From an optimization exercise on the open Yosys and OpenROAD flow, aimed at a short achievable clock period and few clock cycles per item; shortcuts taken in it are not production practice.
Function was checked by simulation only, so behaviour that the tests miss may differ from the original.
Power figures rest on the tool's default switching activity, not on a simulated workload.

### flow/config.mk
export PLATFORM = sky130hd
export DESIGN_NAME = alu_exec_unit
export DESIGN_NICKNAME = alu_exec_unit
export VERILOG_FILES = /design/flow/design.v
export SDC_FILE = /design/flow/constraint.sdc
export NUM_CORES = 4
export LEC_CHECK = 0
export ABC_CLOCK_PERIOD_IN_PS = 2500
export CAP_MARGIN = 20
export CORE_MARGIN = 2
export CORE_UTILIZATION = 60
export CTS_CLUSTER_SIZE = 30
export SETUP_SLACK_MARGIN = 5
export SLEW_MARGIN = 20
### flow/standard.sh
#!/bin/bash
# synth_recipe.tcl (not shown) runs the flow's synth.tcl, then flattens the netlist and writes it again
# the make line also repeats each setting of config.mk as NAME=value (left out here)
make -C /OpenROAD-flow-scripts/flow DESIGN_CONFIG=/design/flow/config.mk WORK_HOME=/design/flow/orfs CLKGATE_MAP_FILE= SYNTH_SCRIPT=/design/flow/synth_recipe.tcl "${@:-finish}"
### flow/design.v
`default_nettype none
package alu_exec_pkg;
    localparam logic [4:0] c_OP_ADD    = 5'd0;
    localparam logic [4:0] c_OP_SUB    = 5'd1;
    localparam logic [4:0] c_OP_XOR    = 5'd2;
    localparam logic [4:0] c_OP_OR     = 5'd3;
    localparam logic [4:0] c_OP_AND    = 5'd4;
    localparam logic [4:0] c_OP_SLL    = 5'd5;
    localparam logic [4:0] c_OP_SRL    = 5'd6;
    localparam logic [4:0] c_OP_SRA    = 5'd7;
    localparam logic [4:0] c_OP_SLT    = 5'd8;
    localparam logic [4:0] c_OP_SLTU   = 5'd9;
    localparam logic [4:0] c_OP_MUL    = 5'd16;
    localparam logic [4:0] c_OP_MULH   = 5'd17;
    localparam logic [4:0] c_OP_MULHSU = 5'd18;
    localparam logic [4:0] c_OP_MULHU  = 5'd19;
    localparam logic [4:0] c_OP_DIV    = 5'd20;
    localparam logic [4:0] c_OP_DIVU   = 5'd21;
    localparam logic [4:0] c_OP_REM    = 5'd22;
    localparam logic [4:0] c_OP_REMU   = 5'd23;
    localparam logic [1:0] c_ALU_OP_ADD    = 2'b00;
    localparam logic [1:0] c_ALU_OP_BRANCH = 2'b01;
    localparam logic [1:0] c_ALU_OP_RTYPE  = 2'b10;
    localparam logic [1:0] c_ALU_OP_ITYPE  = 2'b11;
    localparam logic [6:0] c_FUNCT7_ALT  = 7'd32;
    localparam logic [6:0] c_FUNCT7_MEXT = 7'd1;
endpackage
`default_nettype wire
`default_nettype none
module alu_op_decode
#(
    parameter int M_EXT = 1
) (
    input  logic [1:0] alu_op,
    input  logic [2:0] funct3,
    input  logic [6:0] funct7,
    output logic [4:0] op
);
    logic       w_alt;
    logic [4:0] w_base_op;
    assign w_alt = (funct7 == alu_exec_pkg::c_FUNCT7_ALT);
    always_comb begin
        w_base_op = alu_exec_pkg::c_OP_ADD;
        case (funct3)
            3'd0:    w_base_op = alu_exec_pkg::c_OP_ADD;
            3'd1:    w_base_op = alu_exec_pkg::c_OP_SLL;
            3'd2:    w_base_op = alu_exec_pkg::c_OP_SLT;
            3'd3:    w_base_op = alu_exec_pkg::c_OP_SLTU;
            3'd4:    w_base_op = alu_exec_pkg::c_OP_XOR;
            3'd5:    w_base_op = w_alt ? alu_exec_pkg::c_OP_SRA : alu_exec_pkg::c_OP_SRL;
            3'd6:    w_base_op = alu_exec_pkg::c_OP_OR;
            default: w_base_op = alu_exec_pkg::c_OP_AND;
        endcase
    end
    always_comb begin
        op = alu_exec_pkg::c_OP_ADD;
        case (alu_op)
            alu_exec_pkg::c_ALU_OP_ADD: op = alu_exec_pkg::c_OP_ADD;
            alu_exec_pkg::c_ALU_OP_BRANCH: begin
                case (funct3)
                    3'd4, 3'd5: op = alu_exec_pkg::c_OP_SLT;
                    3'd6, 3'd7: op = alu_exec_pkg::c_OP_SLTU;
                    default:    op = alu_exec_pkg::c_OP_SUB;
                endcase
            end
            alu_exec_pkg::c_ALU_OP_RTYPE: begin
                if ((M_EXT != 0) && (funct7 == alu_exec_pkg::c_FUNCT7_MEXT))
                    op = {2'b10, funct3};
                else if ((funct3 == 3'd0) && w_alt)
                    op = alu_exec_pkg::c_OP_SUB;
                else
                    op = w_base_op;
            end
            default: begin
                op = (funct3 == 3'd0) ? alu_exec_pkg::c_OP_ADD : w_base_op;
            end
        endcase
    end
endmodule
`default_nettype wire
`default_nettype none
module alu_exec_unit
#(
    parameter int XLEN  = 32,
    parameter int M_EXT = 1
) (
    input  logic            clk,
    input  logic            rst,
    input  logic            flush,
    input  logic            in_valid,
    output logic            in_ready,
    input  logic [1:0]      alu_op,
    input  logic [2:0]      funct3,
    input  logic [6:0]      funct7,
    input  logic [XLEN-1:0] op_a,
    input  logic [XLEN-1:0] op_b,
    output logic            out_valid,
    input  logic            out_ready,
    output logic [XLEN-1:0] result,
    output logic            result_zero
);
    localparam int W        = XLEN;
    localparam int PW       = 2 * XLEN;          
    localparam int SHW      = $clog2(XLEN);
    localparam int S_DIV0   = 2;                 
    localparam int S_DEND   = S_DIV0 + W;        
    localparam int S_MULRES = 6;                 
    localparam int S_LAST   = S_DEND + 2;        
    localparam int CAP      = S_LAST + 2;        
    localparam int CW       = $clog2(CAP + 1);
    localparam int NPP      = W + 2;             
    logic          r_in_ready;
    logic          r_out_valid;
    logic [CW-1:0] r_outst;
    logic          w_acc;
    logic          w_xfer;
    logic [CW-1:0] w_outst_n;
    assign w_acc     = in_valid && r_in_ready;
    assign w_xfer    = r_out_valid && out_ready;
    assign w_outst_n = r_outst + {{(CW-1){1'b0}}, w_acc} - {{(CW-1){1'b0}}, w_xfer};
    always_ff @(posedge clk or posedge rst) begin
        if (rst) begin
            r_in_ready <= 1'b0;
            r_outst    <= '0;
        end else if (flush) begin
            r_in_ready <= 1'b1;
            r_outst    <= '0;
        end else begin
            r_in_ready <= (w_outst_n < CAP);
            r_outst    <= w_outst_n;
        end
    end
    logic [S_LAST:1] r_v;
    always_ff @(posedge clk or posedge rst) begin
        if (rst)
            r_v <= '0;
        else if (flush)
            r_v <= '0;
        else
            r_v <= {r_v[S_LAST-1:1], w_acc};
    end
    logic [4:0]   w_op0;
    logic         w_sub0;
    logic [W-1:0] r_a1;
    logic [W-1:0] r_b1;
    logic [W-1:0] r_bx1;                         
    logic         r_sub1;
    logic         r_sel_add1;
    logic         r_sel_xor1;
    logic         r_sel_or1;
    logic         r_sel_and1;
    logic         r_sel_sll1;
    logic         r_sel_sr1;
    logic         r_sra1;
    logic         r_sel_slt1;
    logic         r_sel_sltu1;
    logic         r_isdiv1;
    logic         r_ismul1;
    logic         r_dsig1;
    logic         r_qsel1;
    logic         r_ma_sig1;
    logic         r_mb_sig1;
    logic         r_mhi1;
    alu_op_decode #(.M_EXT(M_EXT)) u_decode (
        .alu_op (alu_op),
        .funct3 (funct3),
        .funct7 (funct7),
        .op     (w_op0)
    );
    assign w_sub0 = (w_op0 == alu_exec_pkg::c_OP_SUB) || (w_op0 == alu_exec_pkg::c_OP_SLT) ||
                    (w_op0 == alu_exec_pkg::c_OP_SLTU);
    always_ff @(posedge clk) begin
        r_a1        <= op_a;
        r_b1        <= op_b;
        r_bx1       <= op_b ^ {W{w_sub0}};
        r_sub1      <= w_sub0;
        r_sel_add1  <= (w_op0 == alu_exec_pkg::c_OP_ADD) || (w_op0 == alu_exec_pkg::c_OP_SUB);
        r_sel_xor1  <= (w_op0 == alu_exec_pkg::c_OP_XOR);
        r_sel_or1   <= (w_op0 == alu_exec_pkg::c_OP_OR);
        r_sel_and1  <= (w_op0 == alu_exec_pkg::c_OP_AND);
        r_sel_sll1  <= (w_op0 == alu_exec_pkg::c_OP_SLL);
        r_sel_sr1   <= (w_op0 == alu_exec_pkg::c_OP_SRL) || (w_op0 == alu_exec_pkg::c_OP_SRA);
        r_sra1      <= (w_op0 == alu_exec_pkg::c_OP_SRA);
        r_sel_slt1  <= (w_op0 == alu_exec_pkg::c_OP_SLT);
        r_sel_sltu1 <= (w_op0 == alu_exec_pkg::c_OP_SLTU);
        r_isdiv1    <= w_op0[4] && w_op0[2];
        r_ismul1    <= w_op0[4] && !w_op0[2];
        r_dsig1     <= !w_op0[0];                    
        r_qsel1     <= !w_op0[1];                    
        r_ma_sig1   <= (w_op0[1:0] != 2'd3);         
        r_mb_sig1   <= (w_op0[1:0] == 2'd1);         
        r_mhi1      <= (w_op0[1:0] != 2'd0);         
    end
    logic [W:0]     w_sum;
    logic           w_sltu;
    logic           w_slt;
    logic [SHW-1:0] w_shamt;
    logic [W-1:0]   w_sll;
    logic [W:0]     w_sr_x;
    logic [W-1:0]   w_sr;
    logic [W-1:0]   w_base;
    assign w_sum   = {1'b0, r_a1} + {1'b0, r_bx1} + {{W{1'b0}}, r_sub1};
    assign w_sltu  = !w_sum[W];
    assign w_slt   = (r_a1[W-1] != r_b1[W-1]) ? r_a1[W-1] : w_sum[W-1];
    assign w_shamt = r_b1[SHW-1:0];
    assign w_sll   = r_a1 << w_shamt;
    assign w_sr_x  = $signed({r_sra1 && r_a1[W-1], r_a1}) >>> w_shamt;
    assign w_sr    = w_sr_x[W-1:0];
    assign w_base = ({W{r_sel_add1}} & w_sum[W-1:0])
                  | ({W{r_sel_xor1}} & (r_a1 ^ r_b1))
                  | ({W{r_sel_or1}}  & (r_a1 | r_b1))
                  | ({W{r_sel_and1}} & (r_a1 & r_b1))
                  | ({W{r_sel_sll1}} & w_sll)
                  | ({W{r_sel_sr1}}  & w_sr)
                  | {{(W-1){1'b0}}, (r_sel_slt1 && w_slt) || (r_sel_sltu1 && w_sltu)};
    logic         w_isdiv;
    logic         w_ismul;
    logic         w_qsel;
    logic         w_a_neg;
    logic         w_b_neg;
    logic         w_bz;
    logic         w_neg;
    logic [W-1:0] w_mag_a;
    logic [W-1:0] w_mag_b;
    assign w_isdiv = r_isdiv1;
    assign w_ismul = r_ismul1;
    assign w_qsel  = r_qsel1;
    assign w_a_neg = r_dsig1 && r_a1[W-1];
    assign w_b_neg = r_dsig1 && r_b1[W-1];
    assign w_bz    = (r_b1 == '0);
    assign w_neg   = w_qsel ? ((w_a_neg ^ w_b_neg) && !w_bz) : w_a_neg;
    assign w_mag_a = w_a_neg ? (~r_a1 + 1'b1) : r_a1;
    assign w_mag_b = w_b_neg ? (~r_b1 + 1'b1) : r_b1;
    logic              w_ma_sig;
    logic              w_mb_sig;
    logic [PW-1:0]     w_ma;
    logic [W:0]        w_mb;
    logic [NPP*PW-1:0] w_pp;
    assign w_ma_sig = r_ma_sig1;
    assign w_mb_sig = r_mb_sig1;
    assign w_ma     = {{(PW-W){w_ma_sig && r_a1[W-1]}}, r_a1};
    assign w_mb     = {w_mb_sig && r_b1[W-1], r_b1};
    always_comb begin
        for (int i = 0; i < W; i++)
            w_pp[i*PW +: PW] = w_mb[i] ? (w_ma << i) : '0;
        w_pp[W*PW +: PW]     = w_mb[W] ? {~w_ma[W-1:0], {W{1'b0}}} : '0;
        w_pp[(W+1)*PW +: PW] = {{(W-1){1'b0}}, w_mb[W], {W{1'b0}}};
    end
    localparam int N1 = 2 * (NPP / 3) + (NPP % 3);
    localparam int N2 = 2 * (N1 / 3) + (N1 % 3);
    localparam int N3 = 2 * (N2 / 3) + (N2 % 3);
    logic [N1*PW-1:0] w_l1;
    logic [N2*PW-1:0] w_l2;
    logic [N3*PW-1:0] w_l3;
    alu_csa_level #(.N(NPP), .W(PW)) u_csa1 (.in_rows(w_pp), .out_rows(w_l1));
    alu_csa_level #(.N(N1),  .W(PW)) u_csa2 (.in_rows(w_l1), .out_rows(w_l2));
    alu_csa_level #(.N(N2),  .W(PW)) u_csa3 (.in_rows(w_l2), .out_rows(w_l3));
    localparam int N4 = 2 * (N3 / 3) + (N3 % 3);
    localparam int N5 = 2 * (N4 / 3) + (N4 % 3);
    localparam int N6 = 2 * (N5 / 3) + (N5 % 3);
    localparam int N7 = 2 * (N6 / 3) + (N6 % 3);
    localparam int N8 = 2 * (N7 / 3) + (N7 % 3);
    logic [N3*PW-1:0] r_m2;
    logic [N6*PW-1:0] r_m3;
    logic [N8*PW-1:0] r_m4;
    logic [W:0]       r_lo5;
    logic [W-1:0]     r_hs5;
    logic [W-1:0]     r_hc5;
    logic [5:2]       r_mhi;                     
    logic [5:2]       r_ismul;
    logic [N4*PW-1:0] w_l4;
    logic [N5*PW-1:0] w_l5;
    logic [N6*PW-1:0] w_l6;
    logic [N7*PW-1:0] w_l7;
    logic [N8*PW-1:0] w_l8;
    logic [W:0]       w_lo;
    logic [W-1:0]     w_hi;
    logic [W-1:0]     w_prod;
    alu_csa_level #(.N(N3), .W(PW)) u_csa4 (.in_rows(r_m2), .out_rows(w_l4));
    alu_csa_level #(.N(N4), .W(PW)) u_csa5 (.in_rows(w_l4), .out_rows(w_l5));
    alu_csa_level #(.N(N5), .W(PW)) u_csa6 (.in_rows(w_l5), .out_rows(w_l6));
    alu_csa_level #(.N(N6), .W(PW)) u_csa7 (.in_rows(r_m3), .out_rows(w_l7));
    alu_csa_level #(.N(N7), .W(PW)) u_csa8 (.in_rows(w_l7), .out_rows(w_l8));
    assign w_lo   = {1'b0, r_m4[W-1:0]} + {1'b0, r_m4[PW+W-1:PW]};
    assign w_hi   = r_hs5 + r_hc5 + {{(W-1){1'b0}}, r_lo5[W]};
    assign w_prod = r_mhi[5] ? w_hi : r_lo5[W-1:0];
    always_ff @(posedge clk) begin
        r_m2  <= w_l3;
        r_m3  <= w_l6;
        r_m4  <= w_l8;
        r_lo5 <= w_lo;
        r_hs5 <= r_m4[PW-1:W];
        r_hc5 <= r_m4[2*PW-1:PW+W];
        r_mhi   <= {r_mhi[4:2], r_mhi1};
        r_ismul <= {r_ismul[4:2], w_ismul};
    end
    logic [S_DEND:S_DIV0][W-1:0] r_rem;
    logic [S_DEND:S_DIV0][W-1:0] r_qa;
    logic [S_DEND:S_DIV0][W-1:0] r_dv;
    logic [S_DEND:S_DIV0]        r_isdiv;
    logic [S_DEND:S_DIV0]        r_qsel;
    logic [S_DEND:S_DIV0]        r_neg;
    always_ff @(posedge clk) begin
        r_rem[S_DIV0]   <= '0;
        r_qa[S_DIV0]    <= w_mag_a;
        r_dv[S_DIV0]    <= w_isdiv ? w_mag_b : w_base;
        r_isdiv[S_DIV0] <= w_isdiv;
        r_qsel[S_DIV0]  <= w_qsel;
        r_neg[S_DIV0]   <= w_neg;
    end
    genvar k;
    generate
        for (k = 0; k < W; k++) begin : g_div
            localparam int S = S_DIV0 + k;
            localparam logic [W-1:0] c_MASK = {W{1'b1}} >> (W - 1 - k);
            logic [W-1:0] w_rs;
            logic [W-1:0] w_diff;
            logic         w_fits;
            logic [W-1:0] w_rnext;
            if (k == 0) begin : g_rs0
                assign w_rs = {{(W-1){1'b0}}, r_qa[S][W-1]};
            end else begin : g_rsk
                assign w_rs = {{(W-k){1'b0}}, r_rem[S][k-1:0], r_qa[S][W-1]};
            end
            alu_sub_ks #(.N(W)) u_sub (
                .a    (w_rs),
                .b    (r_dv[S]),
                .diff (w_diff),
                .ge   (w_fits)
            );
            assign w_rnext = (w_fits ? w_diff : w_rs) & c_MASK;
            always_ff @(posedge clk) begin
                r_rem[S+1]   <= w_rnext;
                r_qa[S+1]    <= {r_qa[S][W-2:0], w_fits};
                r_isdiv[S+1] <= r_isdiv[S];
                r_qsel[S+1]  <= r_qsel[S];
                r_neg[S+1]   <= r_neg[S];
            end
            if (S + 1 == S_MULRES) begin : g_mulres
                always_ff @(posedge clk)
                    r_dv[S+1] <= r_ismul[S_MULRES-1] ? w_prod : r_dv[S];
            end else begin : g_pass
                always_ff @(posedge clk)
                    r_dv[S+1] <= r_dv[S];
            end
        end
    endgenerate
    logic [W-1:0] w_x;
    logic [W-1:0] r_y;
    logic         r_cin;
    logic [W-1:0] r_res;
    assign w_x = r_qsel[S_DEND] ? r_qa[S_DEND] : r_rem[S_DEND];
    always_ff @(posedge clk) begin
        r_y   <= r_isdiv[S_DEND] ? (w_x ^ {W{r_neg[S_DEND]}}) : r_dv[S_DEND];
        r_cin <= r_isdiv[S_DEND] && r_neg[S_DEND];
        r_res <= r_y + {{(W-1){1'b0}}, r_cin};
    end
    logic [W:0]           w_pe;                  
    logic                 w_pe_v;
    logic [CAP-1:0]       r_wp;
    logic [CAP-1:0]       r_rp;
    logic [CAP-1:0]       w_rp1;
    logic [CW-1:0]        r_fcnt;
    logic [CAP*(W+1)-1:0] r_mem;
    logic [W:0]           w_h0;
    logic [W:0]           w_h1;
    logic                 w_c0;
    logic                 w_c1;
    logic                 w_c2;
    logic                 w_pop;
    logic [W-1:0]         r_result;
    logic                 r_result_zero;
    assign w_pe_v = r_v[S_LAST];
    assign w_pe   = {(r_res == '0), r_res};
    assign w_rp1  = {r_rp[CAP-2:0], r_rp[CAP-1]};
    assign w_pop  = r_out_valid && out_ready;
    assign w_c0   = (r_fcnt == '0);
    assign w_c1   = (r_fcnt == {{(CW-1){1'b0}}, 1'b1});
    assign w_c2   = !w_c0 && !w_c1;
    always_comb begin
        w_h0 = '0;
        w_h1 = '0;
        for (int i = 0; i < CAP; i++) begin
            w_h0 = w_h0 | (r_mem[i*(W+1) +: (W+1)] & {(W+1){r_rp[i]}});
            w_h1 = w_h1 | (r_mem[i*(W+1) +: (W+1)] & {(W+1){w_rp1[i]}});
        end
    end
    always_ff @(posedge clk or posedge rst) begin
        if (rst) begin
            r_out_valid <= 1'b0;
            r_wp        <= {{(CAP-1){1'b0}}, 1'b1};
            r_rp        <= {{(CAP-1){1'b0}}, 1'b1};
            r_fcnt      <= '0;
        end else if (flush) begin
            r_out_valid <= 1'b0;
            r_wp        <= {{(CAP-1){1'b0}}, 1'b1};
            r_rp        <= {{(CAP-1){1'b0}}, 1'b1};
            r_fcnt      <= '0;
        end else begin
            r_out_valid <= w_pe_v || w_c2 || (w_c1 && !out_ready);
            if (w_pe_v)
                r_wp <= {r_wp[CAP-2:0], r_wp[CAP-1]};
            if (w_pop)
                r_rp <= w_rp1;
            r_fcnt <= r_fcnt + {{(CW-1){1'b0}}, w_pe_v} - {{(CW-1){1'b0}}, w_pop};
        end
    end
    always_ff @(posedge clk) begin
        for (int i = 0; i < CAP; i++)
            if (w_pe_v && r_wp[i])
                r_mem[i*(W+1) +: (W+1)] <= w_pe;
        if (w_pop)
            {r_result_zero, r_result} <= (w_pe_v && w_c1) ? w_pe : w_h1;
        else
            {r_result_zero, r_result} <= (w_pe_v && w_c0) ? w_pe : w_h0;
    end
    assign in_ready    = r_in_ready;
    assign out_valid   = r_out_valid;
    assign result      = r_result;
    assign result_zero = r_result_zero;
endmodule
module alu_sub_ks
#(
    parameter int N = 32
) (
    input  logic [N-1:0] a,
    input  logic [N-1:0] b,
    output logic [N-1:0] diff,
    output logic         ge
);
    localparam int L = $clog2(N);
    logic [L:0][N-1:0] w_g;
    logic [L:0][N-1:0] w_p;
    logic [N-1:0]      w_x;
    assign w_x      = a ^ ~b;
    assign w_g[0]   = (a & ~b) | {{(N-1){1'b0}}, w_x[0]};
    assign w_p[0]   = w_x & {{(N-1){1'b1}}, 1'b0};
    genvar l, i;
    generate
        for (l = 0; l < L; l++) begin : g_lvl
            for (i = 0; i < N; i++) begin : g_bit
                if (i >= (1 << l)) begin : g_op
                    assign w_g[l+1][i] = w_g[l][i] | (w_p[l][i] & w_g[l][i-(1<<l)]);
                    assign w_p[l+1][i] = w_p[l][i] & w_p[l][i-(1<<l)];
                end else begin : g_pass
                    assign w_g[l+1][i] = w_g[l][i];
                    assign w_p[l+1][i] = w_p[l][i];
                end
            end
        end
    endgenerate
    assign diff = w_x ^ {w_g[L][N-2:0], 1'b1};
    assign ge   = w_g[L][N-1];
endmodule
module alu_csa_level
#(
    parameter int N = 3,
    parameter int W = 64
) (
    input  logic [N*W-1:0]                     in_rows,
    output logic [(2*(N/3)+(N%3))*W-1:0]       out_rows
);
    localparam int G = N / 3;
    always_comb begin
        for (int g = 0; g < G; g++) begin
            out_rows[(2*g)*W +: W]   = in_rows[(3*g)*W +: W] ^ in_rows[(3*g+1)*W +: W]
                                     ^ in_rows[(3*g+2)*W +: W];
            out_rows[(2*g+1)*W +: W] = ((in_rows[(3*g)*W +: W] & in_rows[(3*g+1)*W +: W])
                                      | (in_rows[(3*g)*W +: W] & in_rows[(3*g+2)*W +: W])
                                      | (in_rows[(3*g+1)*W +: W] & in_rows[(3*g+2)*W +: W])) << 1;
        end
        for (int r = 0; r < N % 3; r++)
            out_rows[(2*G+r)*W +: W] = in_rows[(3*G+r)*W +: W];
    end
endmodule
`default_nettype wire
### flow/constraint.sdc
create_clock -name core_clock -period 9.0 [get_ports {clk}]
set_input_delay 1.8000 -clock core_clock [delete_from_list [all_inputs] [get_ports {clk}]]
set_output_delay 1.8000 -clock core_clock [all_outputs]
set_load 0.01 [all_outputs]
### flow/flow/run.sh
#!/bin/bash
# The standard layout, with timing repair aimed below the design's
# period: the same ORFS make targets and settings as standard.sh, except a
# larger SETUP_SLACK_MARGIN. Synthesis settings are unchanged.
set -euo pipefail
MARGIN=5.9
sed -e "s/SETUP_SLACK_MARGIN=[0-9.]*/SETUP_SLACK_MARGIN=${MARGIN}/" standard.sh > standard_tight.sh
grep -q "SETUP_SLACK_MARGIN=${MARGIN}" standard_tight.sh
bash standard_tight.sh > standard_tight.log 2>&1
==> results of run 1 <==
## cell type report
cell class                      count  area (um^2)
Sequential cell                  5141       116400
Timing Repair Buffer              754         8055
Fill cell                       24700       103000
Clock inverter                    221         3092
Antenna cell                      107        267.8
Tap cell                         4578         5728
Multi-Input combinational cell   9760        87500
Clock buffer                      727        14960
Inverter                         1949         7516
## worst reg2reg max path, cell delays in order (launching register included)
cell                       delay (ns)
sky130_fd_sc_hd__dfxtp_2         0.33
sky130_fd_sc_hd__inv_2           0.04
sky130_fd_sc_hd__ha_4            0.16
sky130_fd_sc_hd__fa_2            0.36
sky130_fd_sc_hd__and2b_2         0.26
sky130_fd_sc_hd__o31ai_4         0.08
sky130_fd_sc_hd__a211oi_4        0.28
sky130_fd_sc_hd__nor4_2          0.10
sky130_fd_sc_hd__o31a_1          0.31
sky130_fd_sc_hd__o21ai_2         0.20
sky130_fd_sc_hd__nand3_2         0.12
sky130_fd_sc_hd__and4_4          0.22
sky130_fd_sc_hd__o41ai_4         0.29
sky130_fd_sc_hd__buf_6           0.19
sky130_fd_sc_hd__buf_12          0.13
sky130_fd_sc_hd__buf_16          0.13
sky130_fd_sc_hd__mux2_4          0.30
## power groups by stage
| stage | clock network, uW | registers, uW | logic (uW) |
|---|---|---|---|
| after global placement | 0 | 32300 | 23200 |
| after global routing | 23700 | 32400 | 31600 |
| after detailed placement | 0 | 32300 | 23600 |
| final | 22600 | 32000 | 28400 |
| after floorplan | 0 | 31100 | 17100 |
| after CTS | 22800 | 31900 | 26600 |
## worst paths after layout
path | from | endpoint | slack (ns) | cells past startpoint
worst max-delay path | r_qa[991] | r_rem[1015] | 5.41 | 16
worst min-delay path | r_qa[563] | r_qa[596] | 0.29 | 0
worst max register to register | r_qa[991] | r_rem[1015] | 5.41 | 16
worst min register to register | r_qa[563] | r_qa[596] | 0.29 | 0
max in group asynchronous | rst | r_rp[24] | 6.38 | 4
min in group asynchronous | rst | r_v[11] | 1.30 | 3
## sequential cells by signal, indices dropped and copies added (netlist names), 32 cells and up
signal	count
r_a1	32
r_b1	32
r_bx1	32
r_dv	1056
r_hc5	32
r_hs5	32
r_isdiv	33
r_lo5	33
r_m2	392
r_m3	195
r_m4	119
r_mem	1254
r_neg	33
r_qa	1056
r_qsel	33
r_rem	528
r_res	32
r_result	32
r_rp	38
r_v	36
r_wp	38
r_y	32
## cell families (layout without fill, tap and decap cells)
kind of cell | Yosys count | count (layout) | synth area share (%)
flops | 5141 | 5141 | 55.58
xor+xnor | 631 | 631 | 2.646
other cells | 0 | 107 | 0
mux | 423 | 423 | 2.313
simple gates | 3419 | 3423 | 7.524
fa+ha+maj | 1965 | 1965 | 15.87
buf+inv | 2709 | 3651 | 4.914
compound gates | 3307 | 3318 | 11.16
## placed cells by master, fill, tap and decap left out, types with 96 or more instances in the layout
cell type                      n
sky130_fd_sc_hd__nor3_1      111
sky130_fd_sc_hd__inv_1      1858
sky130_fd_sc_hd__dfxtp_1    3635
sky130_fd_sc_hd__o21ai_0     394
sky130_fd_sc_hd__o21ai_2      96
sky130_fd_sc_hd__buf_4       433
sky130_fd_sc_hd__nor2b_1     128
sky130_fd_sc_hd__ha_1        759
sky130_fd_sc_hd__a22o_1      419
sky130_fd_sc_hd__clkbuf_16   562
sky130_fd_sc_hd__nand4_1     291
sky130_fd_sc_hd__buf_6       115
sky130_fd_sc_hd__a221oi_1    425
sky130_fd_sc_hd__edfxtp_1   1254
sky130_fd_sc_hd__mux2_4      149
sky130_fd_sc_hd__xor2_1      157
sky130_fd_sc_hd__mux2_2      117
sky130_fd_sc_hd__mux2i_1     137
sky130_fd_sc_hd__nand3_1      99
sky130_fd_sc_hd__nand2b_1    104
sky130_fd_sc_hd__nor4_1      193
sky130_fd_sc_hd__a21o_1      196
sky130_fd_sc_hd__xnor2_1     460
sky130_fd_sc_hd__nand2_1     655
sky130_fd_sc_hd__nor2_1     1410
sky130_fd_sc_hd__diode_2     107
sky130_fd_sc_hd__a21oi_1     529
sky130_fd_sc_hd__a22oi_1     433
sky130_fd_sc_hd__clkbuf_1    114
sky130_fd_sc_hd__fa_1       1108
## Yosys cell counts, types with 141 or more instances
library cell and n:
sky130_fd_sc_hd__a21o_1 197, sky130_fd_sc_hd__a21oi_1 600, sky130_fd_sc_hd__a221oi_1 444, sky130_fd_sc_hd__a22o_1 419, sky130_fd_sc_hd__a22oi_1 435, sky130_fd_sc_hd__buf_1 145
sky130_fd_sc_hd__clkbuf_1 581, sky130_fd_sc_hd__dfxtp_1 3761, sky130_fd_sc_hd__edfxtp_1 1254, sky130_fd_sc_hd__fa_1 1140, sky130_fd_sc_hd__ha_1 825, sky130_fd_sc_hd__inv_1 1928
sky130_fd_sc_hd__mux2_2 248, sky130_fd_sc_hd__mux2i_1 141, sky130_fd_sc_hd__nand2_1 755, sky130_fd_sc_hd__nand4_1 291, sky130_fd_sc_hd__nor2_1 1439, sky130_fd_sc_hd__nor2b_1 146
sky130_fd_sc_hd__nor4_1 197, sky130_fd_sc_hd__o21ai_0 568, sky130_fd_sc_hd__xnor2_1 470, sky130_fd_sc_hd__xor2_1 161
## through the flow
step | instance area, um^2 | cells | util [%] | hold slack (ns) | setup slack [ns]
final | 243500 | 23240 | 70.28 | 0.2895 | 5.412
after global routing | 243500 | 23230 | 70.28 | 0.3076 | 5.306
after CTS | 239100 | 22970 | 69.00 | 0.2965 | 5.383
after detailed placement | 215300 | 21790 | 62.13 | 0.3121 | 3.918
after global placement | 215300 | 21780 | 62.13 | 0.3096 | 3.924
after floorplan | 209400 | 17600 | - | 0.3095 | 5.488
## per-layer routing
metal  GRT usage, %  vias to the layer above  part of all wire, %
met2          53.41                     8865                   43
met4          18.51                       10                  6.4
li1               -                    61850                    -
met3          9.239                     2206                   12
met5              0                        -                0.011
met1          46.92                    69280                   38
## timing repair
item / CTS / global route
pin swaps: 222 / 320
buffers inserted: 186 / 128
gates resized for setup: 1025 / 740
gates cloned: 47 / 36
setup endpoints to repair: 1028 / 840
==> impl.org, run 1 <==
** Synth
- Cell taking the most area after synthesis :: sky130_fd_sc_hd__dfxtp_1
- Synthesized netlist net count :: 19,640
- Share of synthesized registers carrying an async set or reset :: 2.451%
- The cell area that synthesis handed to floorplanning was approximately 210,000 um^2.
- Among all flip-flop cells after synthesis, the most frequent one is sky130_fd_sc_hd__dfxtp_1.
- Synth Instances :: around 18,000
- The synthesized netlist contains 104 unique library cells.
- Fraction of the yosys area taken by sequential cells :: 55.58%
- Synth Warn # :: 10
- Average instance area after synthesis :: 11.87 um^2
- Count of flip-flops with a built-in enable after synthesis :: 1,254
- Area share of the largest cell type after synthesis :: 36.04%
- Top area cells in the synthesized netlist :: sky130_fd_sc_hd__dfxtp_1 (36%), sky130_fd_sc_hd__edfxtp_1 (18%), sky130_fd_sc_hd__fa_1 (11%), sky130_fd_sc_hd__ha_1 (4.9%), sky130_fd_sc_hd__inv_1 (3.5%)
- After synthesis the netlist holds a flip-flop and latch count of just over 5,000.

** Timing
- Final Cycle Share :: 39.86%
- Final number of hold-violating endpoints :: 0
- Summed negative setup slack over all endpoints :: 0 ns
- Final Critical Period :: 3.588 ns
- At the pin with the least slew margin, the transition time is 1.359 ns.
- The number of max-slew violations in the final report is 0.
- Clock skew :: 0.06344 ns
- Based on the critical path, the design can be clocked at up to about 280 MHz.
- Unrepaired setup endpoints after global routing :: true
- Setup violators final :: 0
- Max_slew headroom :: 8.996%

** Drt
- Total number of vias :: between 100k and 150k
- In the final routed layout, each cell accounts on average for 27.63 um.
- The detailed router finished its first iteration with 17,720 violations.
- In the routed layout, each cell is associated on average with a via count of 6.120.
- Number of nets with antenna violations after detailed routing :: 0
- After detailed routing, the number of remaining DRC violations is 0.
- 1st-pass router iterations :: 7
- The routed design has 642,100 um of wire.

** Status
- Result of the run :: finished clean

** Place
- The count of buffers added on input and output ports is 115.
- HPWL reported at the end of detailed placement :: ~400,000 um
- Final GP Congestion :: 0.9636

** Worst setup path
- Kind of critical path :: flop to flop
- On the worst path, the slowest cell contributes a delay of ~0.36 ns.
- The slowest stage of the critical path belongs to the cell sky130_fd_sc_hd__fa_2.
- List of cells traversed by the critical path :: inv_2, ha_4, fa_2, and2b_2, o31ai_4, a211oi_4, nor4_2, o31a_1, o21ai_2, nand3_2, and4_4, o41ai_4, buf_6, buf_12, buf_16, mux2_4
- The worst setup path is launched from a flop.
- Number of buffers and inverters on the critical path :: 4
- Kind of cell adding the most delay to the critical path :: compound AO/OA/AOI/OAI gates
- Nature of the critical path endpoint :: flop
- Critical path arrival :: 4.50 ns
- Highest net fanout along the worst path :: 5
- At the worst endpoint, the required time is 9.91 ns.

** Power and ir drop
- Summed over all cells, the static leakage comes to 0.1026 uW.
- Sequential share of power :: 38.6%
- Power per unit of standard cell area :: 340.9 nW/um^2
- Summed over all nets, the switching power comes to 28,010 uW.
- Combinational logic is responsible for 34.2% of the overall power.
- Internal Pwr Total :: 55,000 uW
- Across the VDD grid, the largest voltage drop is 0.5018 mV.
- Power comes to 83,020 uW.
- Proportion of total power due to net switching :: about a third
- The clock network burns 27.2% of the power.

** Flow run
- Max capacitance violation total :: 0

** Finish
- Fraction of final layout cells with drive strength greater than 1 :: about 15%
- Compared with the post-synthesis result, the final layout area differs by 16.58%.
- In the final design database the tool counted 20,180 nets.

** Floorplanning
- In this run the standard cell core region covers between 300,000 and 400,000 um^2.
- Initial cell density of the core :: 60.29%
- For this design the top-level I/O count stands at 116.
- The die covers 352,900 um^2.
- Height of the die :: 594.0 um
- Width of the die :: around 590 um
- The floorplan has 216 rows.

** Clocking
- TritonCTS built the clock tree.
- For the worst-skew pair, the clock arrives at the later sink with an insertion delay of 1.06 ns.
- CTS placed an instance of sky130_fd_sc_hd__clkbuf_16 at the clock tree root.
- Count of hold-fix buffers inserted at cts :: 0
- In this run the number of H-tree levels came out at 6.
- Clock buffers created by TritonCTS :: 525
- After clock tree synthesis, the clock-pin slew on the worst setup and hold paths is roughly 0.060 ns.
- Counting along the longest clock path gives a buffer depth of 4.
- Clock tree sinks :: about 5,100

** GRT
- Total Routing Usage GR :: 35.32%
- Antenna violations before repair :: 30
- The via count of the first global-routing pass is 140,500.
- Entering global routing, the biggest net connects 101 pins.
- The first global-routing pass estimated 922,800 um of wire.
- Total congestion overflow :: 0

** Worst hold path
- Worst min path class :: flop to flop
Testbench counts, summed over its fixed seeds: cycles 9,904, items 9,600.
==> run 2, diff against run 1 <==
--- a/flow/design.v
+++ b/flow/design.v
@@ -316,2 +316,3 @@
             logic [W-1:0] w_rs;
+            logic [W:0]   w_diff0;
             logic [W-1:0] w_diff;
@@ -324,8 +325,5 @@
             end
-            alu_sub_ks #(.N(W)) u_sub (
-                .a    (w_rs),
-                .b    (r_dv[S]),
-                .diff (w_diff),
-                .ge   (w_fits)
-            );
+            assign w_diff0 = {1'b0, w_rs} - {1'b0, r_dv[S]};
+            assign w_diff  = w_diff0[W-1:0];
+            assign w_fits  = !w_diff0[W];
             assign w_rnext = (w_fits ? w_diff : w_rs) & c_MASK;
@@ -421,35 +419,2 @@
 endmodule
-module alu_sub_ks
-#(
-    parameter int N = 32
-) (
-    input  logic [N-1:0] a,
-    input  logic [N-1:0] b,
-    output logic [N-1:0] diff,
-    output logic         ge
-);
-    localparam int L = $clog2(N);
-    logic [L:0][N-1:0] w_g;
-    logic [L:0][N-1:0] w_p;
-    logic [N-1:0]      w_x;
-    assign w_x      = a ^ ~b;
-    assign w_g[0]   = (a & ~b) | {{(N-1){1'b0}}, w_x[0]};
-    assign w_p[0]   = w_x & {{(N-1){1'b1}}, 1'b0};
-    genvar l, i;
-    generate
-        for (l = 0; l < L; l++) begin : g_lvl
-            for (i = 0; i < N; i++) begin : g_bit
-                if (i >= (1 << l)) begin : g_op
-                    assign w_g[l+1][i] = w_g[l][i] | (w_p[l][i] & w_g[l][i-(1<<l)]);
-                    assign w_p[l+1][i] = w_p[l][i] & w_p[l][i-(1<<l)];
-                end else begin : g_pass
-                    assign w_g[l+1][i] = w_g[l][i];
-                    assign w_p[l+1][i] = w_p[l][i];
-                end
-            end
-        end
-    endgenerate
-    assign diff = w_x ^ {w_g[L][N-2:0], 1'b1};
-    assign ge   = w_g[L][N-1];
-endmodule
 module alu_csa_level
--- a/flow/config.mk
+++ b/flow/config.mk
@@ -7,6 +7,6 @@
 export LEC_CHECK = 0
-export ABC_CLOCK_PERIOD_IN_PS = 2500
+export ABC_CLOCK_PERIOD_IN_PS = 3000
 export CAP_MARGIN = 20
 export CORE_MARGIN = 2
-export CORE_UTILIZATION = 60
+export CORE_UTILIZATION = 55
 export CTS_CLUSTER_SIZE = 30
==> impl.org, run 2 <==
** GRT
- Pin count of the biggest net entering global routing :: 85 (-16%)
- Wire length of the first global-routing pass :: 952,100 um (+3.2%)
- Vias in the first global route :: 142,700 (+1.6%)
- Total congestion overflow :: 0 (unchanged)
- The number of antenna violations at the first check in global routing is 25 (-17%).
- The aggregate global-route resource usage was 34.16% (-1.2 points).

** Worst setup path
- Kind of critical path :: flop to flop
- The maximum fanout encountered on the critical timing path came to 4 (-1).
- CP peak stage delay :: 0.34 ns (-0.02 ns)
- Nature of the critical path endpoint :: flop
- The data arrival time of the critical path came to 4.48 ns (-0.02 ns).
- The worst setup path is launched from a flop.
- The critical path data required time is 9.90 ns (about the same).
- Most Frequent Cell on Critical Path :: sky130_fd_sc_hd__buf_12
- The critical path goes through inv_1, ha_1, o21a_1, o21ai_1, a21o_1, a21oi_4, o31ai_4, a21boi_2, a211o_1, a21o_4, o211ai_1, buf_4, buf_12, buf_12, buf_12, mux2_2.
- Cell at the slowest stage of the critical path :: sky130_fd_sc_hd__mux2_2

** Drt
- Total number of vias :: 142,500 (+0.24%)
- The vias per cell came to 6.017 (-1.7%).
- 1st-pass router iterations :: 9 (+2)
- Remaining routing DRC violations :: 0 (unchanged)
- The post-detailed-route wirelength per cell was 28.47 um (+3.0%).
- Detailed Route Iter0 Violations :: 16,030 (-9.6%)
- Wire length after detailed routing :: 674,500 um (+5.1%)
- The post-detailed-route count of antenna-violating nets came to 0 (unchanged).

** Synth
- The post-synthesis instance area came to 209,000 um^2 (about the same).
- Top area cells in the synthesized netlist :: sky130_fd_sc_hd__dfxtp_1 (36%), sky130_fd_sc_hd__edfxtp_1 (18%), sky130_fd_sc_hd__fa_1 (11%), sky130_fd_sc_hd__ha_1 (4.9%), sky130_fd_sc_hd__inv_1 (3.5%)
- The sequential share of the synthesized area was 55.56% (about the same).
- Complex-gate fraction of the synthesized area :: 11.01% (-0.14 points)
- Most instantiated library cell after synthesis :: sky130_fd_sc_hd__dfxtp_1
- Synth Warn # :: 10 (unchanged)
- Synth unique cells :: 88 (-15%)
- The arithmetic-cell share of the synthesized area counting full adders, half adders and majority gates is 15.86% (about the same).
- By area, the combinational part of the netlist is dominated by adder cells.
- Number of synthesized register bits :: 5,141 (unchanged)
- The post-synthesis share of cell area spent on xor and xnor gates is 2.532% (-0.11 points).
- In the synthesized netlist the dominant register cell turns out to be sky130_fd_sc_hd__dfxtp_1.
- Synthesized netlist net count :: 19,690 (+0.23%)
- Ranked by instance count, the synthesized netlist is headed by sky130_fd_sc_hd__dfxtp_1 (3,761), sky130_fd_sc_hd__inv_1 (1,949), sky130_fd_sc_hd__nor2_1 (1,478).
- Share of synthesized registers carrying an async set or reset :: 2.451% (unchanged)
- The area fraction of the dominant cell type after synthesis came to 36.03% (about the same).
- Simple logic cell fraction of the synthesized area :: 7.608% (+0.084 points)
- Cell taking the most area after synthesis :: sky130_fd_sc_hd__dfxtp_1
- Average instance area after synthesis :: 11.85 um^2 (-0.22%)
- Mux cell area share after synthesis :: 2.490% (+0.18 points)
- Count of flip-flops with a built-in enable after synthesis :: 1,254 (unchanged)
- The number of instances in the synthesized netlist came to 17,640 (+0.26%).

** Clocking
- Clock tree synthesis selected as its root buffer the cell sky130_fd_sc_hd__clkbuf_16.
- Number of H-tree levels :: 6 (unchanged)
- Clock buffers created by TritonCTS :: 534 (+1.7%)
- Count of hold-fix buffers inserted at cts :: 0 (unchanged)
- TritonCTS clock tree :: yes
- Worst-case clock buffer depth :: 4 (unchanged)
- Clk Latency, worst-skew pair :: 1.06 ns (about the same)
- Clock tree sinks :: 5,141 (unchanged)
- Clock Pin Slew Worst Setup and Hold Paths :: 0.06 ns (about the same)

** Floorplanning
- The I/O pin count was 116 (unchanged).
- The vertical extent of the die is 620.4 um (+4.4%).
- Core region area :: 378,600 um^2 (+9.3%)
- The number of placement rows is 226 (+4.6%).
- Initial cell density of the core :: 55.19% (-5.1 points)
- The die width was 620.4 um (+4.4%).
- The total die area is 384,900 um^2 (+9.1%).

** Place
- The number of buffers inserted by port buffering is 115 (unchanged).
- The placed cell area is 216,100 um^2 (+0.37%).
- The HPWL after detailed placement came to 424,400 um (+7.3%).
- Final GP Congestion :: 0.9897 (+2.7%)
- Worst slack, placed :: 4.090 ns (+0.1724 ns)

** Timing
- The total count of hold-check failures in the final report is 0 (unchanged).
- Clock skew :: 0.05480 ns (-0.008646 ns)
- Summed negative setup slack over all endpoints :: 0 ns (unchanged)
- The max-slew headroom at the worst pin is 18.97% (+10 points).
- The final critical-path required period was 3.579 ns (-0.008370 ns).
- Setup repair after global routing could not meet its margin everywhere.
- The number of max-slew violations in the final report came to 0 (unchanged).
- The timing-limited maximum frequency was 279.4 MHz (+0.23%).
- The final period utilization was 39.77% (-0.093 points).
- Setup WS post-layout :: 5.421 ns (+0.008370 ns)
- The pin slew with the least headroom to its limit came to 1.216 ns (-0.1435 ns).
- Setup violators final :: 0 (unchanged)

** Finish
- Fraction of final layout cells with drive strength greater than 1 :: 15.63% (+0.80 points)
- Non-Filler Cell Area, Final :: 245,500 um^2 (+0.83%)
- Leaving out fill and tap cells, the most frequent cells in the layout are sky130_fd_sc_hd__dfxtp_1 (3,598), sky130_fd_sc_hd__inv_1 (1,872), sky130_fd_sc_hd__nor2_1 (1,464), sky130_fd_sc_hd__edfxtp_1 (1,254), sky130_fd_sc_hd__fa_1 (1,105).
- In the final layout, the registers with the most flip-flops are r_mem x1254, r_dv x1056, r_qa x1056.
- The net count reported at finish came to 20,270 (+0.44%).
- Filler cell count :: 28,980 (+17%)
- Counting flops per register, the top entry is r_mem.
- Area taken by multi-input logic gates :: 88,210 um^2 (+0.82%)
- From synthesis to final layout, the design area changed by 17.51%.
- The area used by sequential logic in the layout was 116,500 um^2 (about the same).
- Max FFs per register :: 1,254 (unchanged)
- Leaving out fill and tap cells, the most frequent cell in the layout is sky130_fd_sc_hd__dfxtp_1.

** Power and ir drop
- Peak supply drop :: 0.2706 mV (-46%)
- Power per unit of standard cell area :: 337.9 nW/um^2 (-0.88%)
- Leakage power :: 0.1035 uW (+0.94%)

** Status
- Result of the run :: finished clean

** Flow run
- Max capacitance violation total :: 0 (unchanged)

** Worst hold path
- The worst hold path belongs to the class flop to flop.
## run 2: cell count changes after synthesis, moves of 40 or more
cell | previous run | this run
sky130_fd_sc_hd__a21oi_1 | 600 | 544
sky130_fd_sc_hd__mux2_1 | 1 | 76
sky130_fd_sc_hd__mux2_2 | 248 | 174
sky130_fd_sc_hd__o21ai_0 | 568 | 524
sky130_fd_sc_hd__o21ai_1 | 14 | 54
sky130_fd_sc_hd__xnor2_1 | 470 | 422
## run 2: cell families after synthesis
kind of cell	Yosys count
buf+inv	2734
mux	450
xor+xnor	604
flops	5141
simple gates	3479
compound gates	3267
fa+ha+maj	1965
## run 2: critical path: cells and delay by family, from the launching register on
kind                     cells  cell delay, ns
adder cells (fa/ha/maj)      1            0.33
AO/OA/AOI/OAI                9            1.85
multiplexers                 1            0.34
buffers and inverters        5            0.60
flip-flops                   1            0.33
## run 2: final timing paths
kind | from | cells past startpoint | slack, ns | end
worst max register to register | r_dv[581] | 16 | 5.42 | r_rem[626]
min in group asynchronous | rst | 2 | 1.22 | r_v[2]
worst max-delay path | r_dv[581] | 16 | 5.42 | r_rem[626]
worst min-delay path | r_m3[4] | 0 | 0.30 | r_m4[4]
worst min register to register | r_m3[4] | 0 | 0.30 | r_m4[4]
max in group asynchronous | rst | 4 | 6.35 | r_rp[1]
## run 2: area by class of cell
type,instances,share of cell area (%)
multi-input cells,9778,35.93
clock buffers,729,6.194
repair buffers,794,3.692
clock inverters,235,1.078
inverters,1970,3.094
diodes,27,0.02752
flip-flops and latches,5141,47.43
well taps,5016,2.556
## run 2: per-layer routing
layer / vias to the layer above / track usage [%] / share of wire [%] / routed length [um]
li1: 61960 / - / - / -
met1: 69540 / 39.04 / 34 / 231700
met2: 8423 / 56.56 / 47 / 316300
met3: 2615 / 7.349 / 9.8 / 65870
met4: 8 / 25.29 / 9.0 / 60570
met5: - / 0 / 0.0079 / 53
## run 2: where the power goes
| part | internal, uW | total (uW) | switching [uW] |
|---|---|---|---|
| clock network | 13100 | 22300 | 9250 |
| registers | 29000 | 32400 | 3390 |
| logic | 12700 | 28200 | 15500 |
## run 2: stage by stage
| step | std cells | hold slack, ns | utilization, % | power, uW |
|---|---|---|---|---|
| 3_5_place_dp | 22280 | 0.3121 | 57.07 | 56530 |
| 6_report | 23690 | 0.3044 | 64.85 | 82970 |
| 3_3_place_gp | 22280 | 0.3095 | 57.07 | 56190 |
| 5_1_grt | 23680 | 0.3122 | 64.85 | 87740 |
| 2_1_floorplan | 17640 | 0.3096 | - | 48280 |
| 4_1_cts | 23520 | 0.3066 | 63.78 | 81680 |
## run 2: timing repair
item,4_1_cts,5_1_grt
pin swaps,271,309
setup endpoints to repair,1038,694
buffers inserted,217,118
resized for setup,1358,673
gates cloned,65,18
Testbench counts of run 2, summed over its fixed seeds: cycles 9,904, items 9,600.
==> run 3, diff against run 2 <==
--- a/flow/design.v
+++ b/flow/design.v
@@ -105,3 +105,4 @@
     localparam int S_DIV0   = 2;                 
-    localparam int S_DEND   = S_DIV0 + W;        
+    localparam int NPAIR    = 2;                 
+    localparam int S_DEND   = S_DIV0 + W - NPAIR;  
     localparam int S_MULRES = 6;                 
@@ -310,24 +311,33 @@
     end
-    genvar k;
+    genvar j;
     generate
-        for (k = 0; k < W; k++) begin : g_div
-            localparam int S = S_DIV0 + k;
-            localparam logic [W-1:0] c_MASK = {W{1'b1}} >> (W - 1 - k);
-            logic [W-1:0] w_rs;
-            logic [W:0]   w_diff0;
-            logic [W-1:0] w_diff;
-            logic         w_fits;
-            logic [W-1:0] w_rnext;
-            if (k == 0) begin : g_rs0
-                assign w_rs = {{(W-1){1'b0}}, r_qa[S][W-1]};
-            end else begin : g_rsk
-                assign w_rs = {{(W-k){1'b0}}, r_rem[S][k-1:0], r_qa[S][W-1]};
+        for (j = 0; j < S_DEND - S_DIV0; j++) begin : g_div
+            localparam int S  = S_DIV0 + j;
+            localparam int K0 = (j < NPAIR) ? 2 * j : j + NPAIR;    
+            logic [W-1:0] w_rem1;
+            logic [W-1:0] w_qa1;
+            logic [W-1:0] w_rem2;
+            logic [W-1:0] w_qa2;
+            alu_div_step #(.W(W), .K(K0)) u_step0 (
+                .rem    (r_rem[S]),
+                .qa     (r_qa[S]),
+                .dv     (r_dv[S]),
+                .rem_n  (w_rem1),
+                .qa_n   (w_qa1)
+            );
+            if (j < NPAIR) begin : g_pair
+                alu_div_step #(.W(W), .K(K0 + 1)) u_step1 (
+                    .rem    (w_rem1),
+                    .qa     (w_qa1),
+                    .dv     (r_dv[S]),
+                    .rem_n  (w_rem2),
+                    .qa_n   (w_qa2)
+                );
+            end else begin : g_single
+                assign w_rem2 = w_rem1;
+                assign w_qa2  = w_qa1;
             end
-            assign w_diff0 = {1'b0, w_rs} - {1'b0, r_dv[S]};
-            assign w_diff  = w_diff0[W-1:0];
-            assign w_fits  = !w_diff0[W];
-            assign w_rnext = (w_fits ? w_diff : w_rs) & c_MASK;
             always_ff @(posedge clk) begin
-                r_rem[S+1]   <= w_rnext;
-                r_qa[S+1]    <= {r_qa[S][W-2:0], w_fits};
+                r_rem[S+1]   <= w_rem2;
+                r_qa[S+1]    <= w_qa2;
                 r_isdiv[S+1] <= r_isdiv[S];
@@ -419,2 +429,29 @@
 endmodule
+module alu_div_step
+#(
+    parameter int W = 32,
+    parameter int K = 0
+) (
+    input  logic [W-1:0] rem,
+    input  logic [W-1:0] qa,
+    input  logic [W-1:0] dv,
+    output logic [W-1:0] rem_n,
+    output logic [W-1:0] qa_n
+);
+    localparam logic [W-1:0] c_MASK = {W{1'b1}} >> (W - 1 - K);
+    logic [W-1:0] w_rs;
+    logic [W:0]   w_diff;
+    logic         w_fits;
+    generate
+        if (K == 0) begin : g_rs0
+            assign w_rs = {{(W-1){1'b0}}, qa[W-1]};
+        end else begin : g_rsk
+            assign w_rs = {{(W-K){1'b0}}, rem[K-1:0], qa[W-1]};
+        end
+    endgenerate
+    assign w_diff = {1'b0, w_rs} - {1'b0, dv};
+    assign w_fits = !w_diff[W];
+    assign rem_n  = (w_fits ? w_diff[W-1:0] : w_rs) & c_MASK;
+    assign qa_n   = {qa[W-2:0], w_fits};
+endmodule
 module alu_csa_level
==> impl.org, run 3 <==
** Power and ir drop
- Leakage power :: 0.1014 uW (-2.1%)
- The switching part of the total power was 33.86% (-0.063 points).
- Switching pwr :: 27,240 uW (-3.2%)
- The overall power consumption is 80,460 uW (-3.0%).
- The peak ir drop on the vdd network came to 0.4155 mV (+54%).
- Power per unit of standard cell area :: 337.0 nW/um^2 (-0.26%)
- The internal power is 53,210 uW (-2.9%).
- Sequential share of power :: 37.9% (-1.2 points)
- Clock group share of total power :: 27.1% (+0.2 points)
- The proportion of power drawn by combinational gates was 35.1% (+1.1 points).

** Synth
- Number of synthesized register bits :: 4,931 (-4.1%)
- Synth unique cells :: 103 (+17%)
- Most instantiated library cell after synthesis :: sky130_fd_sc_hd__dfxtp_1
- The commonest cells after synthesis are sky130_fd_sc_hd__dfxtp_1 (3,623), sky130_fd_sc_hd__inv_1 (1,948), sky130_fd_sc_hd__nor2_1 (1,490).
- The synthesized netlist net count was 19,330 (-1.8%).
- Top area cells in the synthesized netlist :: sky130_fd_sc_hd__dfxtp_1 (36%), sky130_fd_sc_hd__edfxtp_1 (18%), sky130_fd_sc_hd__fa_1 (11%), sky130_fd_sc_hd__ha_1 (5.1%), sky130_fd_sc_hd__inv_1 (3.6%)
- The area fraction of the dominant cell type after synthesis came to 35.63% (-0.40 points).
- The Yosys warning count was 10 (unchanged).
- The share of synthesized flip-flops with an asynchronous set or reset came to 2.434% (-0.017 points).
- For this run, the leading register cell type out of synthesis is sky130_fd_sc_hd__dfxtp_1.
- The sequential share of the synthesized area is 54.64% (-0.92 points).
- The biggest area contributor in the post-synthesis netlist is sky130_fd_sc_hd__dfxtp_1.
- Average instance area after synthesis :: 11.78 um^2 (-0.59%)
- The post-synthesis instance area came to 203,500 um^2 (-2.6%).
- The number of flops mapped to enable cells by yosys was 1,188 (-5.3%).
- The number of instances in the synthesized netlist was 17,280 (-2.0%).

** Worst setup path
- Kind of critical path :: flop to flop
- Kind of cell adding the most delay to the critical path :: compound AO/OA/AOI/OAI gates
- Required time reported for the critical path endpoint :: 9.88 ns (-0.02 ns)
- The reg-to-reg setup timing slack is 5.45 ns (+0.03 ns).
- The delay of the slowest critical-path stage is 0.36 ns (+0.02 ns).
- STA classifies the critical path endpoint as a flop.
- Critical path arrival :: 4.43 ns (-0.05 ns)
- The worst setup path is launched from a flop.
- The maximum fanout encountered on the critical timing path came to 5 (+1).
- The critical path buffer and inverter count was 3 (-2).
- Cell at the slowest stage of the critical path :: sky130_fd_sc_hd__fa_2
- Traced cell by cell, the critical path runs through inv_2, ha_4, fa_2, nor2b_2, o31a_1, o31ai_4, a211oi_2, o311a_1, o221ai_2, a21oi_2, o41ai_4, a2111oi_4, buf_6, clkbuf_16, mux2_4.

** Floorplanning
- The I/O pin count was 116 (unchanged).
- The floorplan core area was 368,600 um^2 (-2.7%).
- The vertical extent of the die came to 612.3 um (-1.3%).
- Initial cell density of the core :: 55.22% (about the same)
- The number of placement rows was 223 (-1.3%).
- The die width is 612.3 um (-1.3%).
- Die ar. :: 375,000 um^2 (-2.6%)

** Finish
- Finished Core Util :: 64.77% (-0.082 points)
- Non-Filler Cell Area, Final :: 238,700 um^2 (-2.8%)
- Leaving out fill and tap cells, the most frequent cells in the layout are sky130_fd_sc_hd__dfxtp_1 (3,502), sky130_fd_sc_hd__inv_1 (1,878), sky130_fd_sc_hd__nor2_1 (1,460), sky130_fd_sc_hd__edfxtp_1 (1,188), sky130_fd_sc_hd__fa_1 (1,106).
- The library cell used most frequently in the layout, excluding fill and tap cells, is sky130_fd_sc_hd__dfxtp_1.
- The filler cell count in the final layout came to 28,390 (-2.0%).
- The ratio of cells with drive above 1 in the final layout is 15.46% (-0.16 points).
- In the final layout, the registers with the most flip-flops are r_mem x1188, r_dv x992, r_qa x992.
- The flip-flop count of the largest register, all copies and words added came to 1,188 (-5.3%).
- The register with the most flip-flops in the final layout is r_mem.
- From synthesis to final layout, the design area changed by 17.29%.
- The net count reported at finish was 19,940 (-1.6%).

** GRT
- GR Layer Usage met2 :: 51.59% (-5.0 points)
- Total congestion overflow :: 0 (unchanged)
- Routing usage on met1 :: 41.91% (+2.9 points)
- The number of antenna violations at the first check in global routing was 29 (+16%).
- The met3 usage was 6.427% (-0.92 points).
- The via count of the first global-routing pass came to 137,700 (-3.5%).
- The global-route wire length before repair came to 899,100 um (-5.6%).
- Grt peak-use layer :: met2
- Total Routing Usage GR :: 32.52% (-1.6 points)
- Pin count of the biggest net entering global routing :: 106 (+25%)

** Timing
- Clock skew :: 0.07724 ns (+0.02244 ns)
- Slew at the pin with the worst max-slew slack :: 1.324 ns (+0.1080 ns)
- Setup violators final :: 0 (unchanged)
- The number of max-slew violations in the final report was 0 (unchanged).
- Setup repair after global routing could not meet its margin everywhere.
- The final critical-path required period came to 3.549 ns (-0.03001 ns).
- Summed negative setup slack over all endpoints :: 0 ns (unchanged)
- Final Cycle Share :: 39.44% (-0.33 points)
- Max Fclk :: 281.8 MHz (+0.85%)
- Max_slew headroom :: 11.47% (-7.5 points)
- The total count of hold-check failures in the final report came to 0 (unchanged).

** Drt
- Detailed Route Iter0 Violations :: 15,490 (-3.4%)
- The total wire length came to 621,600 um (-7.8%).
- The number of DRC violations after detailed routing came to 0 (unchanged).
- WL per Instance :: 26.67 um (-6.3%)
- Number of nets with antenna violations after detailed routing :: 0 (unchanged)
- The count of vias placed by the detailed router came to 137,600 (-3.5%).
- 1st-pass router iterations :: 7 (-2)
- The vias per cell was 5.903 (-1.9%).

** Place
- Count of input and output buffers :: 115 (unchanged)
- The placed cell area came to 211,000 um^2 (-2.4%).
- HPWL reported at the end of detailed placement :: 382,100 um (-10%)
- The routability congestion estimate came to 0.9647 (-2.5%).

** Clocking
- CTS Root Cell :: sky130_fd_sc_hd__clkbuf_16
- The TritonCTS buffer count was 522 (-2.2%).
- TritonCTS clock tree :: yes
- The clock edge transition at the registers on the reported setup and hold paths came to 0.06 ns (about the same).
- Clk Latency, worst-skew pair :: 1.06 ns (about the same)
- The total number of H-tree levels is 6 (unchanged).
- Clock tree sinks :: 4,931 (-4.1%)
- The quantity of hold-fixing buffers added after cts was 0 (unchanged).
- Worst-case clock buffer depth :: 4 (unchanged)

** Status
- Result of the run :: finished clean

** Flow run
- The total of max-cap violations was 0 (unchanged).

** Worst hold path
- The path class of the tightest hold or removal check is flop to flop.
## run 3: cell count changes in the layout (fill, tap and decap cells not counted), sizes merged, moves of 27 or more
cell    before   now
dfxtp     3761  3623
a22oi      409   275
edfxtp    1254  1188
a211oi      89    46
a221oi     447   487
mux2       277   317
a22o       432   465
o21a       111    79
o21ai      578   549
clkbuf     747   720
## run 3: power groups by stage
| stage | Sequential [uW] | Combinational (uW) | Clock, uW |
|---|---|---|---|
| finish | 30500 | 28200 | 21800 |
| floorplan | 29700 | 17400 | 0 |
| detailed placement | 30800 | 24100 | 0 |
| global placement | 30800 | 23700 | 0 |
| global route | 30900 | 31500 | 23000 |
| CTS | 30400 | 26800 | 22100 |
## run 3: through the flow
stage | worst slack (ns) | instances | hold WS, ns
after detailed placement | 4.131 | 21860 | 0.3121
after global routing | 5.332 | 23300 | 0.3002
after global placement | 4.120 | 21860 | 0.3096
final | 5.451 | 23310 | 0.3035
after CTS | 5.424 | 23120 | 0.2822
after floorplan | 5.380 | 17280 | 0.3095
## run 3: cell type report
class	instances	area, um^2	area share, %
multi-input cells	9649	86820	36.37
flip-flops and latches	4931	111500	46.71
clock buffers	704	14590	6.110
well taps	4950	6193	2.594
clock inverters	237	2929	1.227
inverters	1973	7579	3.175
repair buffers	812	8987	3.765
repair inverters	1	8.758	0.003669
diodes	49	122.6	0.05136
## run 3: repair_timing
action,4_1_cts,5_1_grt
cloned,55,16
buffers inserted,261,121
resized for setup,1104,577
pin swaps,266,288
endpoints found under the setup margin,1059,743
endpoints found under the hold margin,0,0
## run 3: kinds of logic (layout without fill, tap and decap cells)
family | after synthesis | in the layout | share of synthesized area (%)
compound gates | 3129 | 3133 | 10.96
buf+inv | 2709 | 3727 | 5.042
mux | 482 | 482 | 2.719
flops | 4931 | 4931 | 54.64
simple gates | 3459 | 3460 | 7.742
fa+ha+maj | 1965 | 1965 | 16.28
xor+xnor | 609 | 609 | 2.620
other cells | 0 | 49 | 0
## run 3: path summary, 6_finish.rpt
| check | startpoint | to | cells past startpoint |
|---|---|---|---|
| max reg2reg | r_qa[895] | r_rem[911] | 15 |
| min in group asynchronous | rst | r_v[25] | 3 |
| max | r_qa[895] | r_rem[911] | 15 |
| max in group asynchronous | rst | r_out_valid | 4 |
| min | r_m4[44] | r_hs5[12] | 0 |
| min reg2reg | r_m4[44] | r_hs5[12] | 0 |
## run 3: metal layers
layer / wire length [um] / vias up
met1: 239800 / 67450
met3: 60280 / 2011
met5: 159 / -
met4: 42240 / 18
met2: 279100 / 7451
li1: - / 60650
Testbench counts of run 3, summed over its fixed seeds: cycles 9,888, items 9,600.
==> run 4, diff against run 3 <==
--- a/flow/design.v
+++ b/flow/design.v
@@ -452,3 +452,21 @@
     assign w_diff = {1'b0, w_rs} - {1'b0, dv};
-    assign w_fits = !w_diff[W];
+    localparam int L = $clog2(W);
+    logic [L:0][W-1:0] w_gt;
+    logic [L:0][W-1:0] w_ge;
+    assign w_gt[0] = w_rs & ~dv;
+    assign w_ge[0] = w_rs | ~dv;
+    genvar l, i;
+    generate
+        for (l = 0; l < L; l++) begin : g_lvl
+            for (i = 0; i < (W >> (l + 1)); i++) begin : g_grp
+                assign w_gt[l+1][i] = w_gt[l][2*i+1] | (w_ge[l][2*i+1] & w_gt[l][2*i]);
+                assign w_ge[l+1][i] = w_gt[l][2*i+1] | (w_ge[l][2*i+1] & w_ge[l][2*i]);
+            end
+            for (i = (W >> (l + 1)); i < W; i++) begin : g_pad
+                assign w_gt[l+1][i] = 1'b0;
+                assign w_ge[l+1][i] = 1'b0;
+            end
+        end
+    endgenerate
+    assign w_fits = w_ge[L][0];
     assign rem_n  = (w_fits ? w_diff[W-1:0] : w_rs) & c_MASK;
==> impl.org, run 4 <==
** Place
- Final GP Congestion :: 0.9933 (+3.0%)
- The number of buffers inserted by port buffering came to 115 (unchanged).

** Clocking
- The clock latency reported for the late side of the worst-skew pair is 1.05 ns (about the same).
- The TritonCTS buffer count was 519 (-0.57%).
- The number of clock sinks is 4,931 (unchanged).
- The total number of H-tree levels is 6 (unchanged).

** Synth
- The area fraction of the dominant cell type after synthesis was 33.89% (-1.7 points).
- Synthesized netlist net count :: 21,370 (+11%)
- The simple-gate share of the synthesized area came to 7.783% (+0.041 points).
- The post-synthesis instance area came to 214,000 um^2 (+5.1%).
- The Yosys warning count came to 10 (unchanged).
- In the post-synthesis netlist, the biggest area contributors are sky130_fd_sc_hd__dfxtp_1 (34%), sky130_fd_sc_hd__edfxtp_1 (17%), sky130_fd_sc_hd__fa_1 (11%), sky130_fd_sc_hd__ha_1 (7.5%), sky130_fd_sc_hd__inv_1 (4.5%).
- Mux cell area share after synthesis :: 2.591% (-0.13 points)
- The register bit total from synthesis is 4,931 (unchanged).
- The number of instances in the synthesized netlist is 18,860 (+9.1%).
- Synth unique cells :: 92 (-11%)
- Complex-gate fraction of the synthesized area :: 10.98% (+0.024 points)

** Drt
- The count of vias placed by the detailed router came to 146,400 (+6.4%).
- Number of nets with antenna violations after detailed routing :: 0 (unchanged)
- WL per Instance :: 26.67 um (about the same)
- The detailed-routing iteration count for the pre-antenna-repair pass was 9 (+2).
- The vias per cell is 5.841 (-1.0%).

** Power and ir drop
- The relative contribution of the clock network to total power was 26.9% (-0.2 points).
- Switching pwr :: 29,250 uW (+7.4%)
- The internal power came to 53,660 uW (+0.83%).
- The switching part of the total power came to 35.28% (+1.4 points).
- The proportion of power drawn by combinational gates came to 35.7% (+0.6 points).

** Finish
- The register with the most flip-flops in the final layout is r_mem.
- Commonest non-fill, non-tap cells in the layout :: sky130_fd_sc_hd__dfxtp_1 (3,507), sky130_fd_sc_hd__inv_1 (2,498), sky130_fd_sc_hd__nor2_1 (1,690), sky130_fd_sc_hd__ha_1 (1,257), sky130_fd_sc_hd__edfxtp_1 (1,188)
- The ratio of cells with drive above 1 in the final layout is 12.19% (-3.3 points).
- Filler cell count :: 30,540 (+7.6%)
- The post-route non-filler standard cell count is 25,060 (+7.5%).
- Non-Filler Cell Area, Final :: 247,600 um^2 (+3.7%)
- Leaving out fill and tap cells, the most frequent cell in the layout is sky130_fd_sc_hd__dfxtp_1.

** Timing
- The final period utilization was 38.17% (-1.3 points).
- The worst clock skew on the final layout was 0.07373 ns (-0.003512 ns).
- Setup WS post-layout :: 5.565 ns (+0.1139 ns)
- The pin slew with the least headroom to its limit came to 1.199 ns (-0.1242 ns).
- Max_slew headroom :: 20.05% (+8.6 points)
- Final Critical Period :: 3.435 ns (-0.1139 ns)
- Unrepaired setup endpoints after global routing :: true

** GRT
- The routing usage on met2 is 52.80% (+1.2 points).
- The via count of the first global-routing pass is 146,100 (+6.1%).
- The met1 demand-to-capacity share in global routing came to 41.94% (about the same).
- Pin count of the biggest net entering global routing :: 108 (+1.9%)

** Floorplanning
- Top-Level Pins :: 116 (unchanged)

** Status
- Result of the run :: finished clean

** Worst setup path
- The data arrival time of the critical path came to 4.36 ns (-0.07 ns).
- The delay of the slowest critical-path stage was 0.36 ns (about the same).
[run 4: cell count changes after synthesis, moves of 36 or more]
| cell | previous run | this run |
|---|---|---|
| sky130_fd_sc_hd__nor3_1 | 135 | 181 |
| sky130_fd_sc_hd__nand2_1 | 787 | 703 |
| sky130_fd_sc_hd__a21oi_1 | 562 | 698 |
| sky130_fd_sc_hd__mux2i_1 | 140 | 420 |
| sky130_fd_sc_hd__o21bai_1 | 34 | 89 |
| sky130_fd_sc_hd__ha_1 | 825 | 1290 |
| sky130_fd_sc_hd__inv_1 | 1948 | 2564 |
| sky130_fd_sc_hd__a21o_1 | 199 | 163 |
| sky130_fd_sc_hd__nor2_1 | 1490 | 1716 |
| sky130_fd_sc_hd__mux2_2 | 313 | 62 |
[run 4: area by class of cell]
type	instances	area [um^2]	area share [%]
Sequential cell	4931	111500	45.02
Timing Repair Buffer	690	7448	3.008
Antenna cell	118	295.3	0.1193
Clock buffer	714	14800	5.978
Tap cell	5197	6502	2.626
Multi-Input combinational cell	10600	94010	37.97
Clock inverter	223	3171	1.281
Inverter	2589	9873	3.988
Timing Repair inverter	2	15.01	0.006064
[run 4: final timing paths]
kind                       slack [ns]          to      start  depth (start not counted)
max in group asynchronous        6.99     r_rp[3]        rst                          3
min in group asynchronous        1.35  r_outst[0]        rst                          3
min                              0.28   r_hc5[19]  r_m4[115]                          0
max reg2reg                      5.56  r_rem[969]  r_qa[959]                         17
min reg2reg                      0.28   r_hc5[19]  r_m4[115]                          0
max                              5.56  r_rem[969]  r_qa[959]                         17
[run 4: cell families (layout without fill, tap and decap cells)]
family | after synthesis | after routing
flip-flops | 4931 | 4931
AND/OR/NAND/NOR | 3674 | 3676
AO/OA/AOI/OAI | 3344 | 3346
buffers and inverters | 3329 | 4218
adder cells (fa/ha/maj) | 2430 | 2430
XOR/XNOR | 636 | 636
multiplexers | 511 | 511
other | 0 | 118
[run 4: repair_timing]
item | in CTS | in global routing
hold buffers | 0 | 0
pin swaps | 177 | 283
endpoints found under the setup margin | 994 | 658
resized for setup | 862 | 585
hold endpoints to repair | 0 | 0
cloned | 39 | 6
buffers inserted | 148 | 112
[run 4: power by group through the flow]
stage	registers [uW]	clock network, uW	logic [uW]
floorplan	30100	0	18300
detailed placement	31500	0	26000
CTS	31100	22600	28100
global placement	31400	0	25600
finish	31100	22300	29600
global route	31500	23500	33100
[run 4: per-layer routing]
layer,wire length (um),vias up
li1,-,64960
met1,253200,71270
met2,301000,7993
met3,66870,2161
met4,47290,18
met5,118,-
[run 4: per-stage QoR]
| step | hold slack (ns) | total power (uW) |
|---|---|---|
| 2_1_floorplan | 0.3096 | 48420 |
| 3_3_place_gp | 0.3096 | 57060 |
| 3_5_place_dp | 0.3121 | 57450 |
| 4_1_cts | 0.2387 | 81780 |
| 5_1_grt | 0.2448 | 88050 |
| 6_report | 0.2752 | 82910 |
[run 4: worst max-delay path: cells and delay by family (launching register included)]
kind                       cells  cell delay [ns]
muxes                          1             0.16
buffers and inverters          4             0.45
DFF                            1             0.32
adders and majority gates      2             0.51
AOI/OAI and AO/OA             10             1.90
Testbench counts of run 4, summed over its fixed seeds: cycles 9,888, items 9,600.

what the ideal ports hide:
Ports are ideal in the flow. The routed layouts listed here were re-timed in OpenROAD. Step 1: set_driving_cell puts a clkbuf_16 on clk and a buf_2 on each other input, an assumption about the parent block. Step 2, shift: input delay + t, output delay - t, t = (earliest + latest rising clock arrival at the registers) / 2. This alone moves slack from input paths to output paths. a / b / c = ideal / step 1 / step 2; a / b = the first two.
run | t (ns) | setup slack, ns
run 1 | 1.157 | 5.412 / 5.412 / 4.987
run 2 | 1.143 | 5.421 / 5.421 / 4.984
run 3 | 1.139 | 5.451 / 5.410 / 5.000
run 4 | 1.129 | 5.565 / 5.453 / 4.961
After both steps setup and hold are still met in every run listed.
